This is an optimization exercise on Yosys and OpenROAD, whose aim is small area, not a production implementation.
The RTL was checked by simulation tests, not by an equivalence proof against the original design.
Power figures rest on the tool's default switching activity, not on a simulated workload. The clock port is modelled as an ideal driver; clocking choices that lean on that would not hold on a real chip.

--- flow/design.v ---
package regfile_pkg;
  localparam int DATA_W   = 32;
  localparam int ADDR_W   = 5;
  localparam int NUM_REGS = 32;
  localparam logic [4:0] ZERO_REG = 5'd31;
  typedef logic [ADDR_W-1:0] reg_addr_t;
  typedef logic [DATA_W-1:0] word_t;
endpackage
module reg_row
#(
  parameter int W = regfile_pkg::DATA_W
) (
  input  logic         clk,
  input  logic         rst,
  input  logic         en,
  input  logic [W-1:0] d,
  output logic [W-1:0] q
);
  always_ff @(posedge clk or posedge rst) begin
    if (rst) begin
      q <= '0;
    end else if (en) begin
      q <= d;
    end
  end
endmodule
module reg_file
#(
  parameter int DATA_W   = regfile_pkg::DATA_W,
  parameter int ADDR_W   = regfile_pkg::ADDR_W,
  parameter int NUM_REGS = regfile_pkg::NUM_REGS
) (
  input  logic              clk,
  input  logic              rst,
  input  logic [ADDR_W-1:0] rd_addr1,
  input  logic [ADDR_W-1:0] rd_addr2,
  output logic [DATA_W-1:0] rd_data1,
  output logic [DATA_W-1:0] rd_data2,
  input  logic              wr_en,
  input  logic [ADDR_W-1:0] wr_addr,
  input  logic [DATA_W-1:0] wr_data
);
  localparam logic [ADDR_W-1:0] ZR = ADDR_W'(regfile_pkg::ZERO_REG);
  logic [DATA_W-1:0] rows [NUM_REGS];
  assign rows[NUM_REGS-1] = '0;
  for (genvar i = 0; i < NUM_REGS - 1; i++) begin : g_row
    logic ld;
    assign ld = wr_en && (wr_addr == ADDR_W'(i));
    reg_row #(
      .W (DATA_W)
    ) u_row (
      .clk (clk),
      .rst (rst),
      .en  (ld),
      .d   (wr_data),
      .q   (rows[i])
    );
  end
  assign rd_data1 = rows[rd_addr1];
  assign rd_data2 = rows[rd_addr2];
endmodule
--- flow/run.sh ---
#!/bin/bash
# synth_recipe.tcl (not shown) runs the flow's synth.tcl, then flattens the netlist and writes it again
# the make line also repeats each setting of config.mk as NAME=value (left out here)
make -C /OpenROAD-flow-scripts/flow DESIGN_CONFIG=/design/flow/config.mk WORK_HOME=/design/flow/orfs CLKGATE_MAP_FILE= SYNTH_SCRIPT=/design/flow/synth_recipe.tcl finish
--- flow/config.mk ---
export PLATFORM = sky130hd
export DESIGN_NAME = reg_file
export DESIGN_NICKNAME = reg_file
export VERILOG_FILES = /design/flow/design.v
export SDC_FILE = /design/flow/constraint.sdc
export NUM_CORES = 4
export LEC_CHECK = 0
export CAP_MARGIN = 20
export CORE_MARGIN = 2
export CORE_UTILIZATION = 30
export SLEW_MARGIN = 20
--- flow/constraint.sdc ---
create_clock -name core_clock -period 7.5 [get_ports {clk}]
set_input_delay 1.5000 -clock core_clock [delete_from_list [all_inputs] [get_ports {clk}]]
set_output_delay 1.5000 -clock core_clock [all_outputs]
set_load 0.01 [all_outputs]
==> flow_metrics.py, run 1 <==
metrics = {
    "floorplan": {
        "die-area_sq_um": 169600,
        "dieHeight_um": 411.9,
        "ioPinCount": 114,
        "initial_core_util_pct": 30.21,
        "die_w_um": 411.9,
        "row_count": 149,
        "coreArea_sq_um": 165200,
    },
    "finish": {
        "final_nets": 4291,
        "final_area_sq_um": 58370,
        "syn2layout_area_growth_pct": 16.95,
        "regArea_sq_um": 24820,
        "regMostFlops": "g_row.u_row.q",
        "largest_reg_flops": 992,
        "fillCellCount": 16321,
        "utilization_pct": 35.34,
        "multi_input_area_sq_um": 23660,
        "final_cells": 6538,
        "drive_gt1_share_pct": 35.61,
        "top_regs": "g_row.u_row.q (992)",
    },
    "logic_synthesis": {
        "yosysSeqAreaShare_pct": 49.74,
        "ys_types": 72,
        "synth_top_area_share_pct": 49.74,
        "synthFlopType": "dfrtp_1",
        "synthArstFlopShare_pct": 100.0,
        "synth_largest_area_cell": "dfrtp_1",
        "synth_edf_count": 0,
        "synth_area_leaders": "dfrtp_1 50%, mux2_2 23%, a22oi_1 11%, buf_2 1.6%, nand2_1 1.3%",
        "netlist_instances": 4198,
        "ys_warn_count": 4,
        "synth-seq-cells": 992,
        "netlist_area_sq_um": 49910,
        "syn_area_per_cell_sq_um": 11.89,
        "synth.net_count": 4248,
    },
    "power_and_ir_drop": {
        "powerDensity_nw_per_um2": 267.4,
        "combPwrFrac_pct": 14.8,
        "p_clk_share_pct": 37.3,
        "switching_share_pct": 29.38,
        "power.total_mw": 15.61,
        "internal_power_mw": 11.02,
        "pwr-share-seq_pct": 47.9,
        "p_leak_nw": 24.67,
        "ir_drop_uv": 198.8,
        "switching_power_mw": 4.584,
    },
    "setup_path": {
        "worstSetupStartpointType": "input pin",
        "required_ns": 6.00,
        "endpoint_kind": "output pin",
        "worst-path-max-fanout": 13,
        "worstPathArrival_ns": 5.75,
        "crit_type": "in -> out",
    },
    "clocking": {
        "clk_path_buf_depth": 3,
        "cts_hold_buf": 0,
        "path_clk_slew_ns": 0.06,
        "post_cts_buffers": 0,
        "ctsResizeCount": 0,
        "cts_tree": "done",
        "cts.sinks": 992,
        "clk-insertion-delay-late_ns": 0.74,
        "numCtsBuffers": 109,
        "ctsHtreeMaxLevel": 3,
        "cts_root_buf": "clkbuf_16",
    },
    "route": {
        "postRouteWirelength_um": 257300,
        "wl_per_cell_um": 39.36,
        "ant_nets": 0,
        "vias": 44344,
        "drc": 0,
        "drt_iter0_drc": 8439,
        "avgViaCountPerCell": 6.783,
        "drtPass1Iterations": 11,
    },
    "placement": {
        "dpl_cell_area_sq_um": 54450,
        "io_buffers": 113,
        "placed_cells": 6317,
        "gp_congestion": 1.036,
        "hpwl_um": 156400,
    },
    "run": {
        "cap_violations": 0,
    },
    "grt": {
        "gr-total-overflow": 0,
        "antenna_found_initial": 15,
        "grt_start_max_net_pins": 186,
        "grt_pass1_vias": 42411,
        "grt_first_pass_wirelength_um": 350700,
        "gr-usage-all-layers_pct": 29.42,
    },
    "timing": {
        "hold_viol_final": 0,
        "fin_crit_sh_pct": 96.66,
        "slew_headroom_pct": 11.78,
        "grt_setup_unrepaired": "no",
        "min_period_ns": 7.250,
        "tightest_slew_ns": 1.318,
        "clock_skew_ns": 0,
        "setup-tns-final_ns": 0,
        "timing.fmax_mhz": 137.9,
        "drv_slew": 0,
        "setup_viol": 0,
    },
    "outcome": {
        "status": "no timing/DRC/antenna violations",
    },
    "worst_hold_path": {
        "hp-class": "reg -> reg",
    },
}
[metal layers]
metal / track usage (%) / part of all wire (%) / vias up
met5: 0 / 0.098 / -
met4: 18.00 / 8.3 / 24
met3: 14.21 / 17 / 1429
met2: 40.25 / 39 / 4436
met1: 36.96 / 36 / 22174
li1: - / - / 16281
[metrics by stage]
| stage | hold slack [ns] | setup slack, ns |
|---|---|---|
| floorplan | 0.4923 | -7.666 |
| global placement | 0.5101 | 0.4653 |
| detailed placement | 0.5117 | 0.4476 |
| CTS | 0.5246 | 0.4462 |
| global route | 0.5447 | 0.4390 |
| finish | 0.5266 | 0.2504 |
[cell type report]
type / count / area share (%)
Multi-Input combinational cell: 2784 / 40.54
Inverter: 5 / 0.03859
Clock buffer: 160 / 5.627
Clock inverter: 43 / 0.9540
Antenna cell: 16 / 0.06860
Timing Repair Buffer: 349 / 5.552
Tap cell: 2189 / 4.693
Sequential cell: 992 / 42.53
[worst paths after layout]
check	start	endpoint	slack, ns	depth (start not counted)
max in group asynchronous	rst	g_row[24].u_row.q[7]$_DFFE_PP0P_	4.62	4
hold reg to reg	g_row[2].u_row.q[29]$_DFFE_PP0P_	g_row[2].u_row.q[29]$_DFFE_PP0P_	0.53	1
hold / removal	g_row[2].u_row.q[29]$_DFFE_PP0P_	g_row[2].u_row.q[29]$_DFFE_PP0P_	0.53	1
setup / recovery	rd_addr2[0]	rd_data2[5]	0.25	9
min in group asynchronous	rst	g_row[7].u_row.q[13]$_DFFE_PP0P_	1.33	2
setup reg to reg	g_row[19].u_row.q[23]$_DFFE_PP0P_	g_row[19].u_row.q[23]$_DFFE_PP0P_	6.60	1
[cells in the mapped netlist, types with 47 or more instances]
cell type     n
clkbuf_1    173
a22oi_1     710
buf_1        51
a221oi_1     47
nand3_1      63
mux2_2     1003
nor2_1      147
nor3_1       54
dfrtp_1     992
a21oi_1      74
a22o_1       56
buf_2       156
nand2_1     177
nand4_1      97
[layout by cell type (no fill, tap or decap), types with 22 or more instances in the layout]
cell	synthesis	layout
mux2_2	1003	1003
dfrtp_1	992	992
a22oi_1	710	710
buf_4	28	205
nand2_1	177	166
clkbuf_16	0	113
clkdlybuf4s50_1	0	100
nor2_1	147	99
nand4_1	97	97
a21oi_1	74	74
nand3_1	63	63
nor2_4	8	62
a22o_1	56	56
nor3_1	54	49
a221oi_1	47	47
buf_12	0	29
clkbuf_8	0	28
a222oi_1	26	26
mux2i_1	24	24
a31oi_1	22	22
[critical path: stages]
cell and delay (ns):
buf_2 0.44, nand2b_1 0.67, nor3_4 1.21, buf_4 0.44
a22oi_1 0.12, nand2_1 0.12, nor4_1 0.05, a31oi_1 0.48
clkdlybuf4s50_1 0.66
[cells by family (layout without fill, tap and decap cells)]
logic type	Yosys count	count (layout)	share of synthesized area (%)
flops	992	992	49.74
buf+inv	422	557	3.899
simple gates	708	708	7.336
other cells	0	16	0
mux	1028	1028	23.16
compound gates	1048	1048	15.87
[power groups by stage]
| stage | Combinational, mW | Sequential (mW) | Clock, mW |
|---|---|---|---|
| 2_1_floorplan | 1.53 | 7.08 | 0 |
| 3_3_place_gp | 2.20 | 7.48 | 0 |
| 3_5_place_dp | 2.26 | 7.49 | 0 |
| 4_1_cts | 2.27 | 7.41 | 5.82 |
| 5_1_grt | 2.44 | 7.56 | 6.04 |
| 6_report | 2.31 | 7.48 | 5.81 |
==> inputs of run 2 (changes only) <==
--- a/flow/design.v
+++ b/flow/design.v
@@ -12,16 +12,96 @@
 ) (
   input  logic         clk,
-  input  logic         rst,
   input  logic         en,
   input  logic [W-1:0] d,
   output logic [W-1:0] q
 );
-  always_ff @(posedge clk or posedge rst) begin
-    if (rst) begin
-      q <= '0;
-    end else if (en) begin
-      q <= d;
-    end
+  logic         en_n;
+  logic [W-1:0] nxt;
+  assign en_n = ~en;
+  for (genvar b = 0; b < W; b++) begin : g_bit
+    rf_ao22 u_ld (
+      .a1 (en),
+      .a2 (d[b]),
+      .b1 (en_n),
+      .b2 (q[b]),
+      .y  (nxt[b])
+    );
   end
+  always_ff @(posedge clk) begin
+    q <= nxt;
+  end
+endmodule
+module rf_ao22 (
+  input  logic a1,
+  input  logic a2,
+  input  logic b1,
+  input  logic b2,
+  output logic y
+);
+  assign y = (a1 & a2) | (b1 & b2);
+endmodule
+module rf_aoi222 (
+  input  logic a1,
+  input  logic a2,
+  input  logic b1,
+  input  logic b2,
+  input  logic c1,
+  input  logic c2,
+  output logic y
+);
+  assign y = ~((a1 & a2) | (b1 & b2) | (c1 & c2));
+endmodule
+module rf_nand2 (
+  input  logic a,
+  input  logic b,
+  output logic y
+);
+  assign y = ~(a & b);
+endmodule
+module rf_nand3 (
+  input  logic a,
+  input  logic b,
+  input  logic c,
+  output logic y
+);
+  assign y = ~(a & b & c);
+endmodule
+module rf_nand4 (
+  input  logic a,
+  input  logic b,
+  input  logic c,
+  input  logic d,
+  output logic y
+);
+  assign y = ~(a & b & c & d);
+endmodule
+module rf_or3 (
+  input  logic a,
+  input  logic b,
+  input  logic c,
+  output logic y
+);
+  assign y = a | b | c;
+endmodule
+module rd_bit (
+  input  logic [30:0] sel,
+  input  logic [30:0] d,
+  output logic        y
+);
+  logic [10:0] t_n;
+  logic [2:0]  g;
+  for (genvar k = 0; k < 10; k++) begin : g_aoi
+    rf_aoi222 u_aoi (
+      .a1 (sel[3*k]),   .a2 (d[3*k]),
+      .b1 (sel[3*k+1]), .b2 (d[3*k+1]),
+      .c1 (sel[3*k+2]), .c2 (d[3*k+2]),
+      .y  (t_n[k])
+    );
+  end
+  rf_nand2 u_last (.a (sel[30]), .b (d[30]), .y (t_n[10]));
+  rf_nand4 u_g0 (.a (t_n[0]), .b (t_n[1]), .c (t_n[2]),  .d (t_n[3]), .y (g[0]));
+  rf_nand4 u_g1 (.a (t_n[4]), .b (t_n[5]), .c (t_n[6]),  .d (t_n[7]), .y (g[1]));
+  rf_nand3 u_g2 (.a (t_n[8]), .b (t_n[9]), .c (t_n[10]),              .y (g[2]));
+  rf_or3 u_or (.a (g[0]), .b (g[1]), .c (g[2]), .y (y));
 endmodule
 module reg_file
@@ -41,8 +121,10 @@
   input  logic [DATA_W-1:0] wr_data
 );
-  localparam logic [ADDR_W-1:0] ZR = ADDR_W'(regfile_pkg::ZERO_REG);
-  logic [DATA_W-1:0] rows [NUM_REGS];
-  assign rows[NUM_REGS-1] = '0;
-  for (genvar i = 0; i < NUM_REGS - 1; i++) begin : g_row
+  localparam int NR = NUM_REGS - 1;   
+  logic [DATA_W-1:0] rows [NR];
+  logic [NR-1:0]     vld;
+  logic [NR-1:0]     sel1;
+  logic [NR-1:0]     sel2;
+  for (genvar i = 0; i < NR; i++) begin : g_row
     logic ld;
     assign ld = wr_en && (wr_addr == ADDR_W'(i));
@@ -51,11 +133,25 @@
     ) u_row (
       .clk (clk),
-      .rst (rst),
       .en  (ld),
       .d   (wr_data),
       .q   (rows[i])
     );
+    always_ff @(posedge clk or posedge rst) begin
+      if (rst) begin
+        vld[i] <= 1'b0;
+      end else if (ld) begin
+        vld[i] <= 1'b1;
+      end
+    end
+    assign sel1[i] = vld[i] && (rd_addr1 == ADDR_W'(i));
+    assign sel2[i] = vld[i] && (rd_addr2 == ADDR_W'(i));
   end
-  assign rd_data1 = rows[rd_addr1];
-  assign rd_data2 = rows[rd_addr2];
+  for (genvar b = 0; b < DATA_W; b++) begin : g_col
+    logic [NR-1:0] col;
+    for (genvar i = 0; i < NR; i++) begin : g_c
+      assign col[i] = rows[i][b];
+    end
+    rd_bit u_rd1 (.sel (sel1), .d (col), .y (rd_data1[b]));
+    rd_bit u_rd2 (.sel (sel2), .d (col), .y (rd_data2[b]));
+  end
 endmodule
--- a/flow/config.mk
+++ b/flow/config.mk
@@ -10,2 +10,4 @@
 export CORE_UTILIZATION = 30
 export SLEW_MARGIN = 20
+export SYNTH_HIERARCHICAL = 1
+export SYNTH_MINIMUM_KEEP_SIZE = 0
==> run 2 against run 1 <==
Still clean; sequential power decreased by 0.9%; final cell count decreased by 19%; clock-buffer cell count decreased by 5; critical endpoint is now rd_data1[6].
==> flow_metrics.py, run 2 <==
metrics = {
    "floorplan": {
        "coreArea_sq_um": 127800,
        "initial_core_util_pct": 30.30,
        "dieHeight_um": 363.4,
        "row_count": 131,
        "ioPinCount": 114,
        "die_w_um": 363.4,
        "die-area_sq_um": 132000,
    },
    "logic_synthesis": {
        "netlist_area_sq_um": 38740,
        "ys_types": 30,
        "synth-seq-cells": 1023,
        "netlist_instances": 3188,
        "syn_area_per_cell_sq_um": 12.15,
        "synthArstFlopShare_pct": 3.030,
        "synth_largest_area_cell": "dfxtp_1",
        "synth_top_area_share_pct": 51.26,
        "synthFlopType": "dfxtp_1",
        "synth_edf_count": 0,
        "synth_area_leaders": "dfxtp_1 51%, a22o_1 22%, a222oi_1 17%, nand4_1 2.1%, dfrtp_1 2.0%",
        "yosysSeqAreaShare_pct": 53.27,
        "synthTopCellsByCount": "992 x a22o_1, 992 x dfxtp_1, 640 x a222oi_1, 129 x nand4_1, 65 x nand2_1",
        "synth.net_count": 3238,
        "ys_warn_count": 9,
    },
    "grt": {
        "antenna_found_initial": 3,
        "grt_first_pass_wirelength_um": 262000,
        "gr-total-overflow": 0,
        "gr-usage-all-layers_pct": 26.67,
        "grt_start_max_net_pins": 34,
        "grt_pass1_vias": 36538,
    },
    "finish": {
        "final_nets": 3584,
        "drive_gt1_share_pct": 11.41,
        "top_regs": "g_row.u_row.q (992), vld (31)",
        "fillCellCount": 12479,
        "largest_reg_flops": 992,
        "syn2layout_area_growth_pct": 20.94,
        "regMostFlops": "g_row.u_row.q",
        "final_cell_mix": "992 x a22o_1, 992 x dfxtp_1, 640 x a222oi_1, 144 x buf_4, 129 x nand4_1",
    },
    "clocking": {
        "ctsHtreeMaxLevel": 3,
        "clk-insertion-delay-late_ns": 0.67,
        "ctsResizeCount": 0,
        "cts_root_buf": "clkbuf_16",
        "cts_hold_buf": 0,
        "path_clk_slew_ns": 0.06,
        "cts.sinks": 1023,
        "clk_path_buf_depth": 3,
        "cts_tree": "done",
        "numCtsBuffers": 105,
        "post_cts_buffers": 0,
    },
    "setup_path": {
        "reg2reg_from": "vld[4]$_DFFE_PP0P_",
        "worstPathArrival_ns": 5.28,
        "endpoint_kind": "output pin",
        "crit_path_start": "rd_addr1[1]",
        "worst-path-max-fanout": 32,
        "rrSetupSlack_ns": 6.75,
        "setup.worst_path.end": "rd_data1[6]",
        "rr_endpoint": "vld[4]$_DFFE_PP0P_",
        "required_ns": 6.00,
        "r2r_cells": 1,
        "worstSetupStartpointType": "input pin",
        "crit_type": "in -> out",
    },
    "outcome": {
        "status": "no timing/DRC/antenna violations",
    },
    "route": {
        "avgViaCountPerCell": 7.264,
        "postRouteWirelength_um": 186300,
        "drc": 0,
        "vias": 38378,
        "drtPass1Iterations": 14,
        "drt_iter0_drc": 9282,
        "ant_nets": 0,
        "wl_per_cell_um": 35.27,
    },
    "timing": {
        "grt_setup_unrepaired": "no",
        "slew_headroom_pct": 16.74,
        "setup_viol": 0,
        "clock_skew_ns": 0,
        "drv_slew": 0,
        "tightest_slew_ns": 1.249,
        "min_period_ns": 6.782,
        "fin_crit_sh_pct": 90.43,
        "timing.fmax_mhz": 147.4,
        "hold_ws_ns": 0.4883,
        "hold_viol_final": 0,
        "setup-tns-final_ns": 0,
    },
    "worst_hold_path": {
        "hp-class": "reg -> reg",
    },
    "run": {
        "cap_violations": 0,
    },
    "placement": {
        "hpwl_um": 110300,
        "io_buffers": 113,
        "gp_congestion": 0.9233,
    },
    "power_and_ir_drop": {
        "p_leak_nw": 18.63,
        "powerDensity_nw_per_um2": 311.2,
        "ir_drop_uv": 211.1,
    },
}
==> run 2: changes by cell type in the layout (fill, tap and decap cells not counted), moves of 57 or more <==
| cell | before | now |
|---|---|---|
| a22o_1 | 56 | 992 |
| a22oi_1 | 710 | 0 |
| nand2_1 | 166 | 65 |
| a21oi_1 | 74 | 0 |
| a222oi_1 | 26 | 640 |
| dfrtp_1 | 992 | 31 |
| nor2_1 | 99 | 3 |
| buf_4 | 205 | 144 |
| dfxtp_1 | 0 | 992 |
| mux2_2 | 1003 | 0 |
| and3_2 | 1 | 58 |
==> run 2: through the flow <==
| stage | setup slack (ns) | cells | area [sq um] | util [%] | power (mW) |
|---|---|---|---|---|---|
| after floorplan | 2.720 | 3188 | 38740 | - | 8.287 |
| after global placement | 0.9549 | 5089 | 43260 | 33.84 | 9.053 |
| after detailed placement | 0.9542 | 5089 | 43260 | 33.84 | 9.116 |
| after CTS | 0.9415 | 5282 | 46850 | 36.64 | 14.51 |
| after global routing | 0.8439 | 5282 | 46850 | 36.65 | 15.03 |
| final | 0.7175 | 5283 | 46850 | 36.65 | 14.58 |
==> run 2: cell families (layout without fill, tap and decap cells) <==
group           Yosys count  in the layout  share of synthesized area [%]
flops                  1023           1023                          53.27
compound gates         1663           1663                          39.60
simple gates            452            452                          6.605
other cells               0              1                              0
buf+inv                  50            482                         0.5265
==> run 2: critical path: stages <==
cell and delay [ns]:
clkdlybuf4s50_1 0.60, nor2b_1 0.64, and3_2 1.05, a222oi_1 0.23, nand4_1 0.50, or3_1 0.20
clkdlybuf4s50_1 0.53
==> run 2: worst min path at each step <==
stage | startpoint | to | cells after the start | slack [ns]
6_report | vld[12]$_DFFE_PP0P_ | vld[12]$_DFFE_PP0P_ | 1 | 0.49
5_1_grt | vld[12]$_DFFE_PP0P_ | vld[12]$_DFFE_PP0P_ | 1 | 0.50
4_1_cts | vld[12]$_DFFE_PP0P_ | vld[12]$_DFFE_PP0P_ | 1 | 0.49
3_5_place_dp | vld[12]$_DFFE_PP0P_ | vld[12]$_DFFE_PP0P_ | 1 | 0.47
3_3_place_gp | vld[29]$_DFFE_PP0P_ | vld[29]$_DFFE_PP0P_ | 1 | 0.46
2_1_floorplan | vld[0]$_DFFE_PP0P_ | vld[0]$_DFFE_PP0P_ | 1 | 0.45
==> run 2: Yosys stat by module (local to each module, per instance), excerpt <==
module,cells,area (sq um),times used
rf_nand4,1,6.256,128
rf_nand2,1,3.754,64
rf_nand3,1,5.005,64
rf_aoi222,1,10.01,640
rf_ao22,1,8.758,992
rf_or3,1,6.256,64
reg_file,213,1908,1
==> run 2: routing by layer <==
layer	routed length [um]	vias up	global-route usage (%)
met5	24	-	0.2542
met4	12730	4	16.35
met3	27960	658	8.989
met2	74720	3442	37.12
met1	70920	18815	35.23
li1	-	15459	-
==> run 2: cell type report <==
class	count	area (sq um)	area share (%)
Antenna cell	1	2.502	0.005341
Clock buffer	155	3141	6.703
Clock inverter	38	447.9	0.9560
Inverter	32	120.1	0.2564
Multi-Input combinational cell	2115	18220	38.88
Sequential cell	1023	20630	44.04
Tap cell	1662	2079	4.438
Timing Repair Buffer	257	2212	4.721
==> run 2: power by group <==
| group | internal (mW) | switching (mW) |
|---|---|---|
| logic | 0.945 | 0.757 |
| clock network | 3.17 | 2.29 |
| registers | 6.53 | 0.879 |
==> inputs of run 3 (changes only) <==
--- a/flow/config.mk
+++ b/flow/config.mk
@@ -8,5 +8,8 @@
 export CAP_MARGIN = 20
 export CORE_MARGIN = 2
-export CORE_UTILIZATION = 30
+export CORE_UTILIZATION = 60
+export CTS_CLUSTER_DIAMETER = 100
+export CTS_CLUSTER_SIZE = 20
+export PLACE_DENSITY = 0.72
 export SLEW_MARGIN = 20
 export SYNTH_HIERARCHICAL = 1
==> run 3 against run 2 <==
Sequential cell count stayed put; wire length decreased by 3.2%; synthesized cell count stayed put; die area shrank 50%; combinational power barely moved; first-iteration DRC count increased by 12%; largest power group unchanged; cell area fell by 6.2%; area after synthesis is the same; sequential share of layout area increased by 2.9 points; via count up 3.7%.
==> flow_metrics.py, run 3 <==
metrics = {
    "grt": {
        "gr-usage-all-layers_pct": 51.09,
        "grt_pass1_vias": 38557,
        "grt_first_pass_wirelength_um": 254000,
        "grt_start_max_net_pins": 34,
        "gr-total-overflow": 0,
        "antenna_found_initial": 4,
    },
    "clocking": {
        "cts.sinks": 1023,
        "path_clk_slew_ns": 0.08,
        "clk-insertion-delay-late_ns": 0.68,
        "ctsHtreeMaxLevel": 2,
        "numCtsBuffers": 57,
        "cts_tree": "done",
        "post_cts_buffers": 0,
        "clk_path_buf_depth": 3,
        "cts_hold_buf": 0,
        "ctsResizeCount": 0,
        "cts_root_buf": "clkbuf_16",
    },
    "power_and_ir_drop": {
        "powerDensity_nw_per_um2": 281.9,
        "p_leak_nw": 17.80,
        "ir_drop_uv": 279.9,
    },
    "logic_synthesis": {
        "ys_types": 30,
        "synthFlopType": "dfxtp_1",
        "syn_area_per_cell_sq_um": 12.15,
        "netlist_instances": 3188,
        "synth-seq-cells": 1023,
        "synth_top_area_share_pct": 51.26,
        "synth_largest_area_cell": "dfxtp_1",
        "yosysSeqAreaShare_pct": 53.27,
        "ys_warn_count": 9,
        "synth.net_count": 3238,
        "netlist_area_sq_um": 38740,
        "synthArstFlopShare_pct": 3.030,
        "synthTopCellsByCount": "992 x a22o_1, 992 x dfxtp_1, 640 x a222oi_1, 129 x nand4_1, 65 x nand2_1",
        "synth_edf_count": 0,
        "synth_area_leaders": "dfxtp_1 51%, a22o_1 22%, a222oi_1 17%, nand4_1 2.1%, dfrtp_1 2.0%",
    },
    "setup_path": {
        "worstSetupStartpointType": "input pin",
        "worstPathArrival_ns": 5.26,
        "required_ns": 6.00,
        "endpoint_kind": "output pin",
        "worst-path-max-fanout": 26,
        "crit_type": "in -> out",
    },
    "timing": {
        "drv_slew": 0,
        "timing.fmax_mhz": 147.9,
        "setup-tns-final_ns": 0,
        "hold_ws_ns": 0.5030,
        "hold_viol_final": 0,
        "setup_viol": 0,
        "slew_headroom_pct": 18.37,
        "fin_crit_sh_pct": 90.12,
        "min_period_ns": 6.759,
        "tightest_slew_ns": 1.224,
        "grt_setup_unrepaired": "no",
        "clock_skew_ns": 0,
    },
    "route": {
        "vias": 39816,
        "wl_per_cell_um": 41.22,
        "ant_nets": 0,
        "drtPass1Iterations": 14,
        "postRouteWirelength_um": 180500,
        "drc": 0,
        "avgViaCountPerCell": 9.095,
        "drt_iter0_drc": 10377,
    },
    "worst_hold_path": {
        "hp-class": "reg -> reg",
    },
    "finish": {
        "final_nets": 3560,
        "largest_reg_flops": 992,
        "final_cells": 4378,
        "utilization_pct": 68.55,
        "drive_gt1_share_pct": 8.243,
        "syn2layout_area_growth_pct": 13.46,
        "final_cell_mix": "992 x a22o_1, 992 x dfxtp_1, 640 x a222oi_1, 160 x buf_4, 129 x nand4_1",
        "fillCellCount": 4701,
        "top_regs": "g_row.u_row.q (992), vld (31)",
        "regMostFlops": "g_row.u_row.q",
    },
    "placement": {
        "gp_congestion": 1.055,
        "placed_cells": 4305,
        "io_buffers": 113,
        "hpwl_um": 104000,
    },
    "outcome": {
        "status": "no timing/DRC/antenna violations",
    },
    "floorplan": {
        "ioPinCount": 114,
        "dieHeight_um": 258.1,
        "die_w_um": 258.1,
        "coreArea_sq_um": 64120,
        "die-area_sq_um": 66620,
        "row_count": 93,
        "initial_core_util_pct": 60.42,
    },
    "run": {
        "cap_violations": 0,
    },
}
## run 3: cell types whose count changed in the layout (fill, tap and decap cells not counted), sizes merged
cell	before	now
buf	144	179
bufinv	8	0
clkbuf	155	65
clkdlybuf4s50	113	102
clkinv	26	0
clkinvlp	2	0
diode	1	5
## run 3: cell families after synthesis
| group | Yosys count | share of synthesized area [%] |
|---|---|---|
| AO/OA/AOI/OAI | 1663 | 39.60 |
| buffers and inverters | 50 | 0.5265 |
| flip-flops | 1023 | 53.27 |
| AND/OR/NAND/NOR | 452 | 6.605 |
## run 3: routing by layer
layer	share of wire [%]	wire length (um)	track usage, %
met1	33	60220	64.43
met2	39	71050	70.18
met3	18	32710	20.01
met4	9.1	16410	38.46
met5	0.039	71	0.9259
## run 3: report_power, final
part | switching [mW] | internal (mW)
registers | 0.891 | 6.52
logic | 0.776 | 0.947
clock network | 1.84 | 1.41
total | 3.51 | 8.88
## run 3: final timing paths
path | startpoint | endpoint | slack [ns] | cells past startpoint
hold reg to reg | g_row[19].u_row.q[3]$_DFF_P_ | g_row[19].u_row.q[3]$_DFF_P_ | 0.50 | 1
max in group asynchronous | rst | vld[18]$_DFFE_PP0P_ | 5.83 | 3
hold / removal | g_row[19].u_row.q[3]$_DFF_P_ | g_row[19].u_row.q[3]$_DFF_P_ | 0.50 | 1
setup / recovery | rd_addr1[3] | rd_data1[16] | 0.74 | 8
min in group asynchronous | rst | vld[3]$_DFFE_PP0P_ | 1.33 | 3
setup reg to reg | vld[23]$_DFFE_PP0P_ | vld[23]$_DFFE_PP0P_ | 6.70 | 1
## run 3: critical path, cell delays in order
cell and delay (ns):
clkdlybuf4s50_1 0.66, and3b_1 0.25, and3_1 0.32, buf_4 0.37
a222oi_1 0.58, nand4_1 0.43, or3_1 0.59, clkdlybuf4s50_1 0.53
## run 3: per-module statistics from Yosys (local to each module, per instance), excerpt
module / flip-flops and latches / times used / cells
reg_file: 31 / 1 / 213
rf_nand4: 0 / 128 / 1
rf_nand2: 0 / 64 / 1
rf_nand3: 0 / 64 / 1
rf_aoi222: 0 / 640 / 1
rf_or3: 0 / 64 / 1
rf_ao22: 0 / 992 / 1
## run 3: final cells by class
cell class | count | area, sq um | share of cell area, %
Clock buffer | 65 | 1499 | 3.410
Inverter | 32 | 120.1 | 0.2733
Antenna cell | 5 | 12.51 | 0.02847
Timing Repair Buffer | 281 | 2445 | 5.562
Clock inverter | 2 | 28.78 | 0.06547
Tap cell | 855 | 1070 | 2.434
Sequential cell | 1023 | 20630 | 46.95
Multi-Input combinational cell | 2115 | 18140 | 41.28
## run 3: metrics by stage
step | setup WS [ns] | cell area [sq um] | power, mW
global placement | 1.002 | 42440 | 8.948
CTS | 0.8844 | 43950 | 12.23
finish | 0.7407 | 43950 | 12.39
floorplan | 2.720 | 38740 | 8.287
global route | 0.7604 | 43940 | 12.69
detailed placement | 0.8838 | 42430 | 9.110
==> inputs of run 4 (changes only) <==
==> flow/flow/run.sh (new file) <==
#!/bin/bash
# The standard layout, with the port buffers made from the smallest buffer
# (sky130_fd_sc_hd__buf_1) instead of the flow's default pick.
set -euo pipefail
export BUFFER_PORTS_ARGS="-buffer_cell sky130_fd_sc_hd__buf_1"
bash standard.sh > flow_standard.log 2>&1
==> flow/standard.sh (new file) <==
#!/bin/bash
# synth_recipe.tcl (not shown) runs the flow's synth.tcl, then flattens the netlist and writes it again
# the make line also repeats each setting of config.mk as NAME=value (left out here)
make -C /OpenROAD-flow-scripts/flow DESIGN_CONFIG=/design/flow/config.mk WORK_HOME=/design/flow/orfs CLKGATE_MAP_FILE= SYNTH_SCRIPT=/design/flow/synth_recipe.tcl "${@:-finish}"
removed: flow/run.sh
==> run 4 against run 3 <==
Still clean; critical path depth stayed put; sequential cell count stayed put; clock skew stayed put; die area stayed put; final cell count is 0.37% lower; clock power hardly changed; worst setup slack better by 0.49 ns; register-to-register slack better by 0.05 ns; area after synthesis stayed put; global-route usage is 0.074 points lower.
==> flow_metrics.py, run 4 <==
metrics = {
    "clocking": {
        "post_cts_buffers": 0,
        "path_clk_slew_ns": 0.09,
        "ctsResizeCount": 0,
        "cts.sinks": 1023,
        "clk_path_buf_depth": 3,
        "cts_hold_buf": 0,
        "numCtsBuffers": 57,
        "clk-insertion-delay-late_ns": 0.66,
        "ctsHtreeMaxLevel": 2,
        "cts_root_buf": "clkbuf_16",
        "cts_tree": "done",
    },
    "worst_hold_path": {
        "whs_path_depth": 1,
        "hp-class": "reg -> reg",
    },
    "logic_synthesis": {
        "synth-seq-cells": 1023,
        "netlist_instances": 3188,
        "synthAdderAreaFrac_pct": 0,
        "synthTopCellsByCount": "992 x a22o_1, 992 x dfxtp_1, 640 x a222oi_1, 129 x nand4_1, 65 x nand2_1",
        "synth_largest_area_cell": "dfxtp_1",
        "muxShareOfSynthArea_pct": 0,
        "synthFlopType": "dfxtp_1",
        "ys_types": 30,
        "synth_xor_area_share_pct": 0,
        "ys_warn_count": 9,
        "synth.net_count": 3238,
        "synth_compound_area_share_pct": 39.60,
        "syn_area_per_cell_sq_um": 12.15,
        "netlist_area_sq_um": 38740,
        "synth_edf_count": 0,
        "synthArstFlopShare_pct": 3.030,
        "synth_area_leaders": "dfxtp_1 51%, a22o_1 22%, a222oi_1 17%, nand4_1 2.1%, dfrtp_1 2.0%",
        "yosysSeqAreaShare_pct": 53.27,
        "synth_top_area_share_pct": 51.26,
        "synth_top_family_by_area": "compound AO/OA/AOI/OAI gates",
        "synth_simple_gate_area_share_pct": 6.605,
    },
    "placement": {
        "io_buffers": 113,
        "dpl_cell_area_sq_um": 41580,
        "gp_congestion": 0.9427,
        "dp_slack_ns": 1.610,
        "hpwl_um": 99880,
    },
    "route": {
        "wl_per_cell_um": 41.07,
        "drc": 0,
        "avgViaCountPerCell": 9.118,
        "drtPass1Iterations": 14,
        "drt_iter0_drc": 10507,
        "postRouteWirelength_um": 179200,
        "vias": 39772,
        "ant_nets": 0,
    },
    "setup_path": {
        "required_ns": 6.00,
        "worst-path-max-fanout": 17,
        "slowest_delay_ns": 1.05,
        "endpoint_kind": "output pin",
        "r2r_cells": 1,
        "cpMaxStageDelayCell": "and4b_1",
        "worstSetupStartpointType": "input pin",
        "crit_type": "in -> out",
        "worstPathArrival_ns": 4.77,
        "cpMostUsedCell": "buf_1",
        "cp_cell_sequence": "buf_1 > nor2b_1 > and4b_1 > buf_4 > a222oi_1 > nand4_1 > or3_1 > buf_1",
    },
    "floorplan": {
        "row_count": 93,
        "coreArea_sq_um": 64120,
        "ioPinCount": 114,
        "die_w_um": 258.1,
        "dieHeight_um": 258.1,
        "die-area_sq_um": 66620,
        "initial_core_util_pct": 60.42,
    },
    "grt": {
        "grt_first_pass_wirelength_um": 254700,
        "grt_start_max_net_pins": 34,
        "grt_pass1_vias": 38685,
        "gr-usage-all-layers_pct": 51.02,
        "gr-total-overflow": 0,
        "antenna_found_initial": 7,
    },
    "finish": {
        "regMostFlops": "g_row.u_row.q",
        "syn2layout_area_growth_pct": 11.23,
        "largest_reg_flops": 992,
        "top_regs": "g_row.u_row.q (992), vld (31)",
        "final_nets": 3550,
        "final_area_sq_um": 43090,
        "final_cell_mix": "992 x a22o_1, 992 x dfxtp_1, 640 x a222oi_1, 158 x buf_4, 129 x nand4_1",
        "drive_gt1_share_pct": 7.563,
    },
    "power_and_ir_drop": {
        "switching_power_mw": 3.496,
        "p_clk_share_pct": 26.3,
        "powerDensity_nw_per_um2": 284.4,
        "switching_share_pct": 28.53,
        "p_leak_nw": 17.40,
        "pwr-share-seq_pct": 60.6,
        "ir_drop_uv": 226.2,
        "combPwrFrac_pct": 13.2,
        "internal_power_mw": 8.758,
    },
    "timing": {
        "grt_setup_unrepaired": "no",
        "drv_slew": 0,
        "setup-tns-final_ns": 0,
        "timing.fmax_mhz": 159.4,
        "tightest_slew_ns": 1.309,
        "hold_viol_final": 0,
        "clock_skew_ns": 0,
        "min_period_ns": 6.274,
        "worst_slack_ns": 1.226,
        "fin_crit_sh_pct": 83.65,
        "slew_headroom_pct": 12.70,
        "setup_viol": 0,
    },
    "run": {
        "cap_violations": 0,
    },
    "outcome": {
        "status": "no timing/DRC/antenna violations",
    },
}
[run 4: changes by cell type in the layout (fill, tap and decap cells not counted), sizes merged]
cell / change
clkdlybuf4s50: -102
buf: +92
clkinv: +7
inv: -7
diode: -2
clkbuf: -4
[run 4: kinds of logic (layout without fill, tap and decap cells)]
group / Yosys count / after routing
AO/OA/AOI/OAI: 1663 / 1663
buffers and inverters: 50 / 366
flip-flops: 1023 / 1023
other: 0 / 3
AND/OR/NAND/NOR: 452 / 452
[run 4: per-module statistics from Yosys, one instance, submodules excluded, a selection]
module / flops+latches / area [sq um] / cells inside
rf_or3: 0 / 6.256 / 1
reg_file: 31 / 1908 / 213
rf_aoi222: 0 / 10.01 / 1
rf_nand4: 0 / 6.256 / 1
rf_nand2: 0 / 3.754 / 1
rf_ao22: 0 / 8.758 / 1
rf_nand3: 0 / 5.005 / 1
[run 4: cell type report]
cell class	count	area (sq um)
inverters	32	120.1
repair buffers	271	1610
multi-input cells	2115	18150
clock inverters	2	36.28
well taps	855	1070
diodes	3	7.507
clock buffers	61	1463
flip-flops and latches	1023	20630
fillers	4824	21030
[run 4: power by group through the flow]
| stage | Clock [mW] | Combinational [mW] | Sequential (mW) |
|---|---|---|---|
| after floorplan | 0 | 1.07 | 7.22 |
| after global placement | 0 | 1.48 | 7.38 |
| after detailed placement | 0 | 1.55 | 7.46 |
| after CTS | 3.19 | 1.56 | 7.36 |
| after global routing | 3.37 | 1.69 | 7.52 |
| final | 3.22 | 1.62 | 7.42 |
[run 4: worst max-delay path: cells and delay by family]
| family | cells | cell delay, ns |
|---|---|---|
| and+or+nand+nor | 4 | 2.32 |
| buffers and inverters | 3 | 0.81 |
| AOI/OAI and AO/OA | 1 | 0.12 |
[run 4: final timing paths]
check                      slack, ns           startpoint                  end
setup / recovery                1.23          rd_addr1[0]         rd_data1[29]
hold / removal                  0.49  vld[12]$_DFFE_PP0P_  vld[12]$_DFFE_PP0P_
setup reg to reg                6.75   vld[3]$_DFFE_PP0P_   vld[3]$_DFFE_PP0P_
hold reg to reg                 0.49  vld[12]$_DFFE_PP0P_  vld[12]$_DFFE_PP0P_
max in group asynchronous       6.19                  rst  vld[10]$_DFFE_PP0P_
min in group asynchronous       1.01                  rst   vld[0]$_DFFE_PP0P_
[run 4: per-stage QoR]
stage                     hold WS [ns]  power, mW  util (%)  cells
after floorplan                 0.4484      8.287         -   3188
after global placement          0.4711      8.865     64.85   4296
after detailed placement        0.4629      9.017     64.85   4296
after CTS                       0.4898      12.10     67.19   4359
after global routing            0.5126      12.58     67.19   4359
final                           0.4891      12.25     67.21   4362
[run 4: per-layer routing]
layer | up-vias | global-route usage (%) | share of wire [%] | routed length, um
li1 | 15294 | - | - | -
met1 | 18882 | 63.78 | 33 | 59650
met2 | 4461 | 70.33 | 39 | 70130
met3 | 1133 | 21.03 | 18 | 32960
met4 | 2 | 37.65 | 9.2 | 16400
met5 | - | 0.07123 | 0.0084 | 15
==> inputs of run 5 (changes only) <==
==> flow/flow/run.sh (replaced) <==
#!/bin/bash
# The standard layout, with two changes:
# - the port buffers are made from the smallest buffer (sky130_fd_sc_hd__buf_1)
#   instead of the flow's default pick;
# - clock tree synthesis clusters up to 30 flops per leaf buffer and inserts
#   no dummy loads.
set -euo pipefail
export BUFFER_PORTS_ARGS="-buffer_cell sky130_fd_sc_hd__buf_1"
export CTS_ARGS="-sink_clustering_enable -repair_clock_nets -sink_clustering_size 30 -sink_clustering_max_diameter 100 -dont_use_dummy_load"
bash standard.sh > flow_standard.log 2>&1
==> run 5 against run 4 <==
Non-clock buffer count did not move; sequential share of layout area rose by 0.55 points; die area is the same; worst hold slack better by 0.0088 ns.
==> flow_metrics.py, run 5 <==
metrics = {
    "grt": {
        "gr-total-overflow": 0,
        "grt_start_max_net_pins": 34,
        "gr-usage-all-layers_pct": 50.95,
        "antenna_found_initial": 15,
        "grt_first_pass_wirelength_um": 254100,
        "grt_pass1_vias": 38538,
    },
    "finish": {
        "regArea_sq_um": 20630,
        "syn2layout_area_growth_pct": 9.974,
        "drive_gt1_share_pct": 7.038,
        "regMostFlops": "g_row.u_row.q",
        "fillCellCount": 4876,
        "final_cell_mix": "992 x a22o_1, 992 x dfxtp_1, 640 x a222oi_1, 158 x buf_4, 129 x nand4_1",
        "final_nets": 3533,
        "top_regs": "g_row.u_row.q (992), vld (31)",
        "largest_reg_flops": 992,
        "multi_input_area_sq_um": 18150,
    },
    "floorplan": {
        "initial_core_util_pct": 60.42,
        "dieHeight_um": 258.1,
        "die_w_um": 258.1,
        "coreArea_sq_um": 64120,
        "die-area_sq_um": 66620,
        "ioPinCount": 114,
        "row_count": 93,
    },
    "timing": {
        "slew_headroom_pct": 11.41,
        "timing.fmax_mhz": 162.6,
        "setup-tns-final_ns": 0,
        "setup_viol": 0,
        "fin_crit_sh_pct": 81.99,
        "grt_setup_unrepaired": "no",
        "drv_slew": 0,
        "hold_viol_final": 0,
        "min_period_ns": 6.149,
        "clock_skew_ns": 0,
        "tightest_slew_ns": 1.329,
    },
    "logic_synthesis": {
        "synth_largest_area_cell": "dfxtp_1",
        "netlist_area_sq_um": 38740,
        "synth_top_area_share_pct": 51.26,
        "netlist_instances": 3188,
        "synth_area_leaders": "dfxtp_1 51%, a22o_1 22%, a222oi_1 17%, nand4_1 2.1%, dfrtp_1 2.0%",
        "ys_types": 30,
        "ys_warn_count": 9,
        "synth.net_count": 3238,
        "synthFlopType": "dfxtp_1",
        "synthArstFlopShare_pct": 3.030,
        "synth-seq-cells": 1023,
        "yosysSeqAreaShare_pct": 53.27,
        "synth_edf_count": 0,
        "synthTopCellsByCount": "992 x a22o_1, 992 x dfxtp_1, 640 x a222oi_1, 129 x nand4_1, 65 x nand2_1",
        "syn_area_per_cell_sq_um": 12.15,
    },
    "setup_path": {
        "slowest_delay_ns": 1.01,
        "endpoint_kind": "output pin",
        "reg2reg_from": "vld[7]$_DFFE_PP0P_",
        "cpMostUsedCell": "buf_1",
        "worstPathArrival_ns": 4.65,
        "rr_endpoint": "vld[7]$_DFFE_PP0P_",
        "r2r_cells": 1,
        "worstSetupStartpointType": "input pin",
        "crit_type": "in -> out",
        "worst-path-max-fanout": 17,
        "cp.depth": 8,
        "critical-path-top-delay-family": "simple AND/OR/NAND/NOR gates",
        "required_ns": 6.00,
        "cpMaxStageDelayCell": "and4b_1",
        "path_buf_inv": 3,
        "rrSetupSlack_ns": 6.76,
        "cp_cell_sequence": "buf_1 > nor2b_1 > and4b_1 > buf_4 > a222oi_1 > nand4_1 > or3_1 > buf_1",
    },
    "worst_hold_path": {
        "holdPathEnd": "vld[12]$_DFFE_PP0P_",
        "whs_path_depth": 1,
        "worstHoldStart": "vld[12]$_DFFE_PP0P_",
        "hp-class": "reg -> reg",
    },
    "route": {
        "drt_iter0_drc": 10972,
        "drtPass1Iterations": 17,
        "postRouteWirelength_um": 179100,
        "vias": 39592,
        "avgViaCountPerCell": 9.114,
        "wl_per_cell_um": 41.23,
        "ant_nets": 0,
        "drc": 0,
    },
    "clocking": {
        "numCtsBuffers": 40,
        "cts.sinks": 1023,
        "cts_root_buf": "clkbuf_16",
        "clk_path_buf_depth": 3,
        "ctsHtreeMaxLevel": 2,
        "clk-insertion-delay-late_ns": 0.60,
        "cts_hold_buf": 0,
        "cts_tree": "done",
        "ctsResizeCount": 0,
        "path_clk_slew_ns": 0.12,
        "post_cts_buffers": 0,
    },
    "power_and_ir_drop": {
        "switching_power_mw": 3.383,
        "combPwrFrac_pct": 13.8,
        "powerDensity_nw_per_um2": 275.2,
        "p_leak_nw": 17.16,
        "power.total_mw": 11.73,
        "switching_share_pct": 28.85,
        "internal_power_mw": 8.343,
        "pwr-share-seq_pct": 63.3,
        "p_clk_share_pct": 22.9,
        "ir_drop_uv": 184.1,
    },
    "outcome": {
        "status": "no timing/DRC/antenna violations",
    },
    "placement": {
        "gp_congestion": 0.9427,
        "hpwl_um": 99880,
        "io_buffers": 113,
    },
    "run": {
        "cap_violations": 0,
    },
}
## run 5: worst max path at each step
stage / startpoint / end / slack [ns]
2_1_floorplan: rd_addr1[4] / rd_data1[0] / 2.72
3_3_place_gp: rd_addr1[0] / rd_data1[0] / 1.62
3_5_place_dp: rd_addr1[0] / rd_data1[10] / 1.61
4_1_cts: rd_addr1[0] / rd_data1[10] / 1.61
5_1_grt: rd_addr1[0] / rd_data1[29] / 1.23
6_report: rd_addr1[0] / rd_data1[29] / 1.35
## run 5: through the flow
step	cells	setup slack [ns]	util (%)	instance area (sq um)	hold slack (ns)
after CTS	4336	1.606	66.41	42580	0.4959
final	4344	1.351	66.45	42600	0.4979
after global routing	4338	1.232	66.42	42590	0.5113
after floorplan	3188	2.720	-	38740	0.4484
after global placement	4296	1.625	64.85	41580	0.4711
after detailed placement	4296	1.610	64.85	41580	0.4629
## run 5: modules after synthesis, one instance, submodules excluded, a selection
| module | copies in the design | cells inside | flops+latches | cell area [sq um] |
|---|---|---|---|---|
| rf_nand3 | 64 | 1 | 0 | 5.005 |
| rf_aoi222 | 640 | 1 | 0 | 10.01 |
| rf_nand4 | 128 | 1 | 0 | 6.256 |
| reg_file | 1 | 213 | 31 | 1908 |
| rf_ao22 | 992 | 1 | 0 | 8.758 |
| rf_nand2 | 64 | 1 | 0 | 3.754 |
| rf_or3 | 64 | 1 | 0 | 6.256 |
## run 5: final cells by class
type | instances | share of cell area, %
Inverter | 32 | 0.2819
Multi-Input combinational cell | 2115 | 42.60
Timing Repair Buffer | 271 | 3.780
Antenna cell | 8 | 0.04699
Clock buffer | 40 | 2.349
Sequential cell | 1023 | 48.43
Tap cell | 855 | 2.511
## run 5: per-layer routing
metal  vias up  global-route usage [%]  share of wire [%]
met5         -                   1.425              0.081
met4         8                   36.71                8.8
met3      1086                   20.74                 18
met2      4445                   70.53                 39
met1     18810                   63.86                 33
li1      15243                       -                  -
## run 5: power by group through the flow
stage	clock network (mW)	logic [mW]	registers [mW]
floorplan	0	1.07	7.22
detailed placement	0	1.55	7.46
global placement	0	1.48	7.38
global route	2.82	1.69	7.52
CTS	2.65	1.56	7.36
finish	2.69	1.62	7.42
## run 5: cell families (layout without fill, tap and decap cells)
logic type             count (synthesis)  count (layout)  synth area share (%)
and+or+nand+nor                      452             452                 6.605
other                                  0               8                     0
DFF                                 1023            1023                 53.27
buffers and inverters                 50             343                0.5265
AOI/OAI and AO/OA                   1663            1663                 39.60
==> inputs of run 6 (changes only) <==
==> flow/flow/run.sh (replaced) <==
#!/bin/bash
# The standard layout, with two changes:
# - the port buffers are made from the smallest buffer (sky130_fd_sc_hd__buf_1)
#   instead of the flow's default pick;
# - clock tree synthesis clusters up to 25 flops per leaf buffer and inserts
#   no dummy loads.
set -euo pipefail
export BUFFER_PORTS_ARGS="-buffer_cell sky130_fd_sc_hd__buf_1"
export CTS_ARGS="-sink_clustering_enable -repair_clock_nets -sink_clustering_size 25 -sink_clustering_max_diameter 100 -dont_use_dummy_load"
bash standard.sh > flow_standard.log 2>&1
==> run 6 against run 5 <==
Still clean; combinational power barely moved; non-clock buffer count unchanged; critical path depth did not move; worst hold slack lost 0.0047 ns; global-route usage grew 0.061 points; sequential share of layout area fell by 0.16 points; die area did not move; synthesized cell count unchanged; sequential power about the same; first-iteration DRC count grew 1.9%; critical path type unchanged.
==> flow_metrics.py, run 6 <==
metrics = {
    "outcome": {
        "status": "no timing/DRC/antenna violations",
    },
    "finish": {
        "top_regs": "g_row.u_row.q (992), vld (31)",
        "final_cell_mix": "992 x a22o_1, 992 x dfxtp_1, 640 x a222oi_1, 158 x buf_4, 129 x nand4_1",
        "drive_gt1_share_pct": 7.198,
        "final_cells": 4348,
        "final_nets": 3539,
        "regArea_sq_um": 20630,
        "multi_input_area_sq_um": 18150,
        "utilization_pct": 66.67,
        "fillCellCount": 4867,
        "largest_reg_flops": 992,
        "regMostFlops": "g_row.u_row.q",
        "syn2layout_area_growth_pct": 10.35,
    },
    "setup_path": {
        "cp_cell_sequence": "buf_1 > nor2b_1 > and4b_1 > buf_4 > a222oi_1 > nand4_1 > or3_1 > buf_1",
        "endpoint_kind": "output pin",
        "cpMostUsedCell": "buf_1",
        "worstSetupStartpointType": "input pin",
        "slowest_delay_ns": 1.04,
        "worst-path-max-fanout": 17,
        "required_ns": 6.00,
        "worstPathArrival_ns": 4.73,
        "cpMaxStageDelayCell": "and4b_1",
        "crit_type": "in -> out",
    },
    "logic_synthesis": {
        "synth_top_area_share_pct": 51.26,
        "synth_edf_count": 0,
        "netlist_instances": 3188,
        "synth_largest_area_cell": "dfxtp_1",
        "yosysSeqAreaShare_pct": 53.27,
        "synthArstFlopShare_pct": 3.030,
        "ys_types": 30,
        "synth_area_leaders": "dfxtp_1 51%, a22o_1 22%, a222oi_1 17%, nand4_1 2.1%, dfrtp_1 2.0%",
        "synth.net_count": 3238,
        "synthFlopType": "dfxtp_1",
        "synthTopCellsByCount": "992 x a22o_1, 992 x dfxtp_1, 640 x a222oi_1, 129 x nand4_1, 65 x nand2_1",
        "syn_area_per_cell_sq_um": 12.15,
        "ys_warn_count": 9,
        "synth-seq-cells": 1023,
        "netlist_area_sq_um": 38740,
    },
    "grt": {
        "gr-total-overflow": 0,
        "grt_pass1_vias": 38680,
        "gr-usage-all-layers_pct": 51.01,
        "antenna_found_initial": 12,
        "grt_first_pass_wirelength_um": 254300,
        "grt_start_max_net_pins": 34,
    },
    "timing": {
        "hold_ws_ns": 0.4932,
        "setup-tns-final_ns": 0,
        "setup_viol": 0,
        "min_period_ns": 6.226,
        "clock_skew_ns": 0,
        "fin_crit_sh_pct": 83.01,
        "drv_slew": 0,
        "slew_headroom_pct": 12.48,
        "grt_setup_unrepaired": "no",
        "tightest_slew_ns": 1.313,
        "timing.fmax_mhz": 160.6,
        "hold_viol_final": 0,
    },
    "route": {
        "avgViaCountPerCell": 9.160,
        "postRouteWirelength_um": 179200,
        "ant_nets": 0,
        "drc": 0,
        "drtPass1Iterations": 17,
        "wl_per_cell_um": 41.20,
        "vias": 39828,
        "drt_iter0_drc": 11177,
    },
    "worst_hold_path": {
        "hp-class": "reg -> reg",
    },
    "clocking": {
        "post_cts_buffers": 0,
        "cts_root_buf": "clkbuf_16",
        "ctsHtreeMaxLevel": 2,
        "ctsResizeCount": 0,
        "cts_hold_buf": 0,
        "numCtsBuffers": 46,
        "path_clk_slew_ns": 0.10,
        "clk_path_buf_depth": 3,
        "cts.sinks": 1023,
        "cts_tree": "done",
        "clk-insertion-delay-late_ns": 0.63,
    },
    "power_and_ir_drop": {
        "power.total_mw": 11.87,
        "p_leak_nw": 17.24,
        "ir_drop_uv": 204.3,
        "powerDensity_nw_per_um2": 277.8,
    },
    "floorplan": {
        "initial_core_util_pct": 60.42,
        "coreArea_sq_um": 64120,
        "die_w_um": 258.1,
        "dieHeight_um": 258.1,
        "die-area_sq_um": 66620,
        "ioPinCount": 114,
        "row_count": 93,
    },
    "placement": {
        "hpwl_um": 99880,
        "gp_congestion": 0.9427,
        "placed_cells": 4296,
        "io_buffers": 113,
    },
    "run": {
        "cap_violations": 0,
    },
}
[run 6: cell counts after synthesis]
No cell type changed its count.
[run 6: stage by stage]
stage / setup slack [ns] / area [sq um]
finish: 1.274 / 42750
global route: 1.437 / 42740
CTS: 1.606 / 42730
detailed placement: 1.610 / 41580
global placement: 1.625 / 41580
floorplan: 2.720 / 38740
[run 6: cell families after synthesis]
logic type,share of synthesized area (%)
AO/OA/AOI/OAI,39.60
buffers and inverters,0.5265
flip-flops,53.27
AND/OR/NAND/NOR,6.605
[run 6: area by class of cell]
class | count | area share, %
antenna | 6 | 0.03512
inverter | 32 | 0.2810
tap | 855 | 2.502
clock buffer | 46 | 2.693
timing repair buffer | 271 | 3.767
multi-input combinational | 2115 | 42.45
sequential | 1023 | 48.27
[run 6: final timing paths]
kind	start	endpoint	slack, ns	cells past startpoint
hold / removal	vld[12]$_DFFE_PP0P_	vld[12]$_DFFE_PP0P_	0.49	1
setup / recovery	rd_addr1[0]	rd_data1[22]	1.27	8
hold reg to reg	vld[12]$_DFFE_PP0P_	vld[12]$_DFFE_PP0P_	0.49	1
max in group asynchronous	rst	vld[5]$_DFFE_PP0P_	6.15	3
setup reg to reg	vld[3]$_DFFE_PP0P_	vld[3]$_DFFE_PP0P_	6.76	1
min in group asynchronous	rst	vld[0]$_DFFE_PP0P_	1.03	3
[run 6: critical path, delay by kind of cell]
kind	cells	cell delay (ns)
compound gates	1	0.12
buf+inv	3	0.79
simple gates	4	2.31
[run 6: routing by layer]
metal	global-route usage [%]	vias up	routed length, um
li1	-	15267	-
met1	63.63	18999	60050
met2	70.37	4405	70650
met3	21.26	1149	32400
met4	37.20	8	15890
met5	1.496	-	163
[run 6: report_power, final]
| part | internal, mW | switching [mW] | total, mW |
|---|---|---|---|
| Clock | 1.10 | 1.73 | 2.83 |
| Combinational | 0.851 | 0.767 | 1.62 |
| Sequential | 6.52 | 0.899 | 7.42 |
| Total | 8.48 | 3.40 | 11.9 |
[run 6: per-module statistics from Yosys (local to each module, per instance), a selection]
module / cells inside / times used
rf_ao22: 1 / 992
rf_aoi222: 1 / 640
rf_nand4: 1 / 128
rf_or3: 1 / 64
rf_nand3: 1 / 64
rf_nand2: 1 / 64
reg_file: 213 / 1
==> inputs of run 7 (changes only) <==
==> flow/flow/run.sh (replaced) <==
#!/bin/bash
# The standard layout, with three changes:
# - the port buffers are made from the smallest buffer (sky130_fd_sc_hd__buf_1)
#   instead of the flow's default pick;
# - before the resize step, flow/pre_resize.tcl replaces the buffers that
#   timing-driven global placement put on large-fanout nets by upsized
#   drivers (see that file);
# - clock tree synthesis clusters up to 25 flops per leaf buffer and inserts
#   no dummy loads.
set -euo pipefail
export BUFFER_PORTS_ARGS="-buffer_cell sky130_fd_sc_hd__buf_1"
export PRE_RESIZE_TCL="$PWD/flow/pre_resize.tcl"
export UPSIZE_KEEP="*nor2*"
export UPSIZE_TO=2
export UPSIZE_MIN_LOADS=12
export CTS_ARGS="-sink_clustering_enable -repair_clock_nets -sink_clustering_size 25 -sink_clustering_max_diameter 100 -dont_use_dummy_load"
bash standard.sh > flow_standard.log 2>&1
==> flow/flow/pre_resize.tcl (new file) <==
# Hook run before the resize step (repair_design), after timing-driven global
# placement. Global placement buffers the large-fanout nets (read selects,
# write data, row enables) with buf_4 cells. Here those buffers are taken out
# again, except where the driver is a NOR gate (the row write enables, whose
# NOR drivers stay buffered), and every driver of a net with
# UPSIZE_MIN_LOADS or more loads is given its _UPSIZE_TO size instead.
# repair_design then runs as usual, with the flow's slew and cap margins, and
# fixes whatever is still short. Port buffers (input*/output*) are untouched
# here apart from being resized like any other driver.
set block [ord::get_db_block]
set n_rm 0
foreach inst [$block getInsts] {
  set m [[$inst getMaster] getName]
  if {![string match sky130_fd_sc_hd__buf_* $m] || ![string match place* [$inst getName]]} continue
  set in_net [[$inst findITerm A] getNet]
  set out_net [[$inst findITerm X] getNet]
  if {[llength [$out_net getBTerms]] > 0} continue
  set keep 0
  foreach t [$in_net getITerms] {
    if {[$t isOutputSignal] && [string match $::env(UPSIZE_KEEP) [[[$t getInst] getMaster] getName]]} { set keep 1 }
  }
  if {$keep} continue
  foreach it [$out_net getITerms] {
    if {[$it getInst] eq $inst} continue
    $it disconnect
    $it connect $in_net
  }
  odb::dbInst_destroy $inst
  odb::dbNet_destroy $out_net
  incr n_rm
}
puts "hook: removed $n_rm placement buffers"
set n_up 0
foreach net [$block getNets] {
  if {[$net getSigType] ne "SIGNAL"} continue
  set drv ""; set nload 0
  foreach it [$net getITerms] {
    if {[$it isOutputSignal]} { set drv [$it getInst] } elseif {[$it isInputSignal]} { incr nload }
  }
  if {$drv eq "" || $nload < $::env(UPSIZE_MIN_LOADS)} continue
  set m [[$drv getMaster] getName]
  if {![regexp {^(.*)_([0-9]+)$} $m -> base sz]} continue
  if {$sz >= $::env(UPSIZE_TO)} continue
  set cand [get_lib_cells -quiet sky130_fd_sc_hd__tt_025C_1v80/${base}_$::env(UPSIZE_TO)]
  if {$cand eq ""} continue
  replace_cell [get_cells [$drv getName]] $cand
  incr n_up
}
puts "hook: upsized $n_up drivers"
==> run 7 against run 6 <==
Worst setup slack better by 0.20 ns; largest power group unchanged; non-clock buffer count down 126; critical path type unchanged; combinational power about the same; power up 0.13%; die area unchanged; wire length down 0.62%; critical endpoint is now rd_data1[19]; register-to-register slack about the same; final cell count down 2.9%; still clean on timing, DRC and antenna.
==> flow_metrics.py, run 7 <==
metrics = {
    "outcome": {
        "status": "no timing/DRC/antenna violations",
    },
    "run": {
        "cap_violations": 0,
    },
    "clocking": {
        "numCtsBuffers": 46,
        "ctsResizeCount": 0,
        "cts_root_buf": "clkbuf_16",
        "clk-insertion-delay-late_ns": 0.64,
        "cts.sinks": 1023,
        "cts_tree": "done",
        "cts_hold_buf": 0,
        "path_clk_slew_ns": 0.11,
        "post_cts_buffers": 0,
        "ctsHtreeMaxLevel": 2,
        "clk_path_buf_depth": 3,
    },
    "logic_synthesis": {
        "netlist_instances": 3188,
        "synth_largest_area_cell": "dfxtp_1",
        "ys_warn_count": 9,
        "synthArstFlopShare_pct": 3.030,
        "ys_types": 30,
        "synth_top_area_share_pct": 51.26,
        "syn_area_per_cell_sq_um": 12.15,
        "synth_edf_count": 0,
        "synthTopCellsByCount": "992 x a22o_1, 992 x dfxtp_1, 640 x a222oi_1, 129 x nand4_1, 65 x nand2_1",
        "synthFlopType": "dfxtp_1",
        "synth.net_count": 3238,
        "synth_area_leaders": "dfxtp_1 51%, a22o_1 22%, a222oi_1 17%, nand4_1 2.1%, dfrtp_1 2.0%",
        "netlist_area_sq_um": 38740,
        "synth-seq-cells": 1023,
        "yosysSeqAreaShare_pct": 53.27,
    },
    "timing": {
        "min_period_ns": 6.022,
        "grt_setup_unrepaired": "no",
        "timing.fmax_mhz": 166.1,
        "fin_crit_sh_pct": 80.29,
        "hold_viol_final": 0,
        "setup_viol": 0,
        "drv_slew": 0,
        "setup-tns-final_ns": 0,
        "tightest_slew_ns": 1.326,
        "clock_skew_ns": 0,
        "slew_headroom_pct": 11.59,
    },
    "power_and_ir_drop": {
        "p_clk_share_pct": 24.1,
        "powerDensity_nw_per_um2": 283.5,
        "pwr-share-seq_pct": 62.4,
        "combPwrFrac_pct": 13.5,
        "switching_share_pct": 28.84,
        "p_leak_nw": 16.69,
        "switching_power_mw": 3.428,
        "ir_drop_uv": 255.9,
        "internal_power_mw": 8.461,
    },
    "finish": {
        "top_regs": "g_row.u_row.q (992), vld (31)",
        "final_cells": 4223,
        "drive_gt1_share_pct": 7.230,
        "final_cell_mix": "992 x a22o_1, 992 x dfxtp_1, 640 x a222oi_1, 129 x nand4_1, 81 x buf_1",
        "regMostFlops": "g_row.u_row.q",
        "syn2layout_area_growth_pct": 8.252,
        "final_nets": 3413,
        "largest_reg_flops": 992,
    },
    "grt": {
        "grt_pass1_vias": 38132,
        "gr-total-overflow": 0,
        "grt_start_max_net_pins": 34,
        "antenna_found_initial": 7,
        "grt_first_pass_wirelength_um": 252300,
        "gr-usage-all-layers_pct": 50.65,
    },
    "route": {
        "drc": 0,
        "drtPass1Iterations": 14,
        "drt_iter0_drc": 10968,
        "ant_nets": 0,
        "postRouteWirelength_um": 178000,
        "vias": 39396,
        "wl_per_cell_um": 42.16,
        "avgViaCountPerCell": 9.329,
    },
    "setup_path": {
        "worstPathArrival_ns": 4.52,
        "required_ns": 6.00,
        "slowest_delay_ns": 1.08,
        "reg2reg_from": "vld[0]$_DFFE_PP0P_",
        "endpoint_kind": "output pin",
        "cpMostUsedCell": "buf_1",
        "rrSetupSlack_ns": 6.76,
        "worst-path-max-fanout": 32,
        "worstSetupStartpointType": "input pin",
        "r2r_cells": 1,
        "cpMaxStageDelayCell": "and4b_2",
        "path_buf_inv": 2,
        "crit_type": "in -> out",
        "cp_cell_sequence": "buf_1 > nor2b_1 > and4b_2 > a222oi_1 > nand4_1 > or3_1 > buf_1",
        "critical-path-top-delay-family": "simple AND/OR/NAND/NOR gates",
        "rr_endpoint": "vld[0]$_DFFE_PP0P_",
    },
    "worst_hold_path": {
        "worstHoldStart": "vld[12]$_DFFE_PP0P_",
        "hp-class": "reg -> reg",
        "holdPathEnd": "vld[12]$_DFFE_PP0P_",
        "whs_path_depth": 1,
    },
    "floorplan": {
        "initial_core_util_pct": 60.42,
        "die_w_um": 258.1,
        "die-area_sq_um": 66620,
        "coreArea_sq_um": 64120,
        "row_count": 93,
        "dieHeight_um": 258.1,
        "ioPinCount": 114,
    },
    "placement": {
        "hpwl_um": 95090,
        "io_buffers": 113,
        "placed_cells": 4169,
        "gp_congestion": 0.9427,
    },
}
## run 7: changes by cell type in the layout (fill, tap and decap cells not counted), moves of 26 or more
cell | previous run | this run
and3_1 | 50 | 2
and3_2 | 11 | 59
buf_1 | 113 | 81
buf_2 | 0 | 32
buf_4 | 158 | 31
inv_1 | 26 | 0
inv_2 | 0 | 26
## run 7: cells by family (layout without fill, tap and decap cells)
family          Yosys count  in the layout  share of synthesized area [%]
compound gates         1663           1663                          39.60
flops                  1023           1023                          53.27
buf+inv                  50            223                         0.5265
other cells               0              7                              0
simple gates            452            452                          6.605
## run 7: modules after synthesis, one instance, submodules excluded, excerpt
| module | area, sq um | cells inside | times used | flip-flops and latches |
|---|---|---|---|---|
| reg_file | 1908 | 213 | 1 | 31 |
| rf_aoi222 | 10.01 | 1 | 640 | 0 |
| rf_ao22 | 8.758 | 1 | 992 | 0 |
| rf_nand4 | 6.256 | 1 | 128 | 0 |
| rf_or3 | 6.256 | 1 | 64 | 0 |
| rf_nand3 | 5.005 | 1 | 64 | 0 |
| rf_nand2 | 3.754 | 1 | 64 | 0 |
## run 7: through the flow
step | hold slack [ns] | worst slack (ns) | cell area, sq um | power, mW | util (%)
after floorplan | 0.4484 | 2.720 | 38740 | 8.287 | -
after global placement | 0.4711 | 1.625 | 41580 | 8.865 | 64.85
after detailed placement | 0.4713 | 1.770 | 40750 | 8.988 | 63.55
after CTS | 0.4990 | 1.766 | 41900 | 11.71 | 65.35
after global routing | 0.5178 | 1.514 | 41920 | 12.19 | 65.38
final | 0.4999 | 1.478 | 41940 | 11.89 | 65.41
## run 7: power by group through the flow
stage          Combinational (mW)  Clock, mW  Sequential, mW
2_1_floorplan                1.07          0            7.22
3_3_place_gp                 1.48          0            7.38
4_1_cts                      1.54       2.82            7.35
5_1_grt                      1.67       3.00            7.51
6_report                     1.61       2.86            7.42
3_5_place_dp                 1.53          0            7.46
## run 7: worst max path at each step
stage	startpoint	end	slack (ns)	cells after the start
final	rd_addr1[0]	rd_data1[19]	1.48	7
after global routing	rd_addr1[0]	rd_data1[19]	1.51	7
after CTS	rd_addr1[3]	rd_data1[19]	1.77	7
after detailed placement	rd_addr1[3]	rd_data1[19]	1.77	7
after global placement	rd_addr1[0]	rd_data1[0]	1.62	8
after floorplan	rd_addr1[4]	rd_data1[0]	2.72	6
## run 7: metal layers
| metal | up-vias | track usage, % | share of wire, % |
|---|---|---|---|
| li1 | 15012 | - | - |
| met1 | 18919 | 63.86 | 34 |
| met2 | 4389 | 70.00 | 40 |
| met3 | 1068 | 20.36 | 18 |
| met4 | 8 | 36.32 | 8.7 |
| met5 | - | 0.7835 | 0.085 |
## run 7: area by class of cell
cell class                      count  area (sq um)
Fill cell                        4932         22180
Antenna cell                        7         17.52
Timing Repair Buffer              145         716.9
Clock buffer                       46          1151
Tap cell                          855          1070
Inverter                           32         127.6
Multi-Input combinational cell   2115         18220
Sequential cell                  1023         20630

==> re-timing with driven ports <==
How much do the figures lean on ideal ports? The routed layouts below were timed once more, with nothing changed but the port constraints.
Step 1 sets driving cells, clkbuf_16 on the clock port and buf_2 on the other inputs (assumed; they add their load-dependent delay and slew).
Step 2 also shifts input and output timing later by t, the mid clock arrival at the registers, as if the neighbouring blocks saw the same clock.
Three values: no drivers, after step 1, after step 2; two values: the first two.
| run | shift t [ns] | setup WS [ns] | latest minus earliest clock arrival (ns) |
|---|---|---|---|
| run 1 | 0.807 | 0.250 / 0.156 / 0.156 | 0.029 / 0.029 |
| run 2 | 0.746 | 0.718 / 0.691 / 0.691 | 0.046 / 0.046 |
| run 3 | 0.738 | 0.741 / 0.602 / 0.602 | 0.031 / 0.031 |
| run 4 | 0.726 | 1.226 / 1.102 / 1.102 | 0.017 / 0.017 |
| run 5 | 0.686 | 1.351 / 1.230 / 1.230 | 0.067 / 0.068 |
| run 6 | 0.706 | 1.274 / 1.153 / 1.153 | 0.035 / 0.035 |
| run 7 | 0.720 | 1.478 / 1.350 / 1.350 | 0.045 / 0.046 |
After both steps setup and hold are still met in every run listed. The setup slack of run 3, which loses most, moves by -0.139 ns with the drivers and by -0.139 ns with both steps.
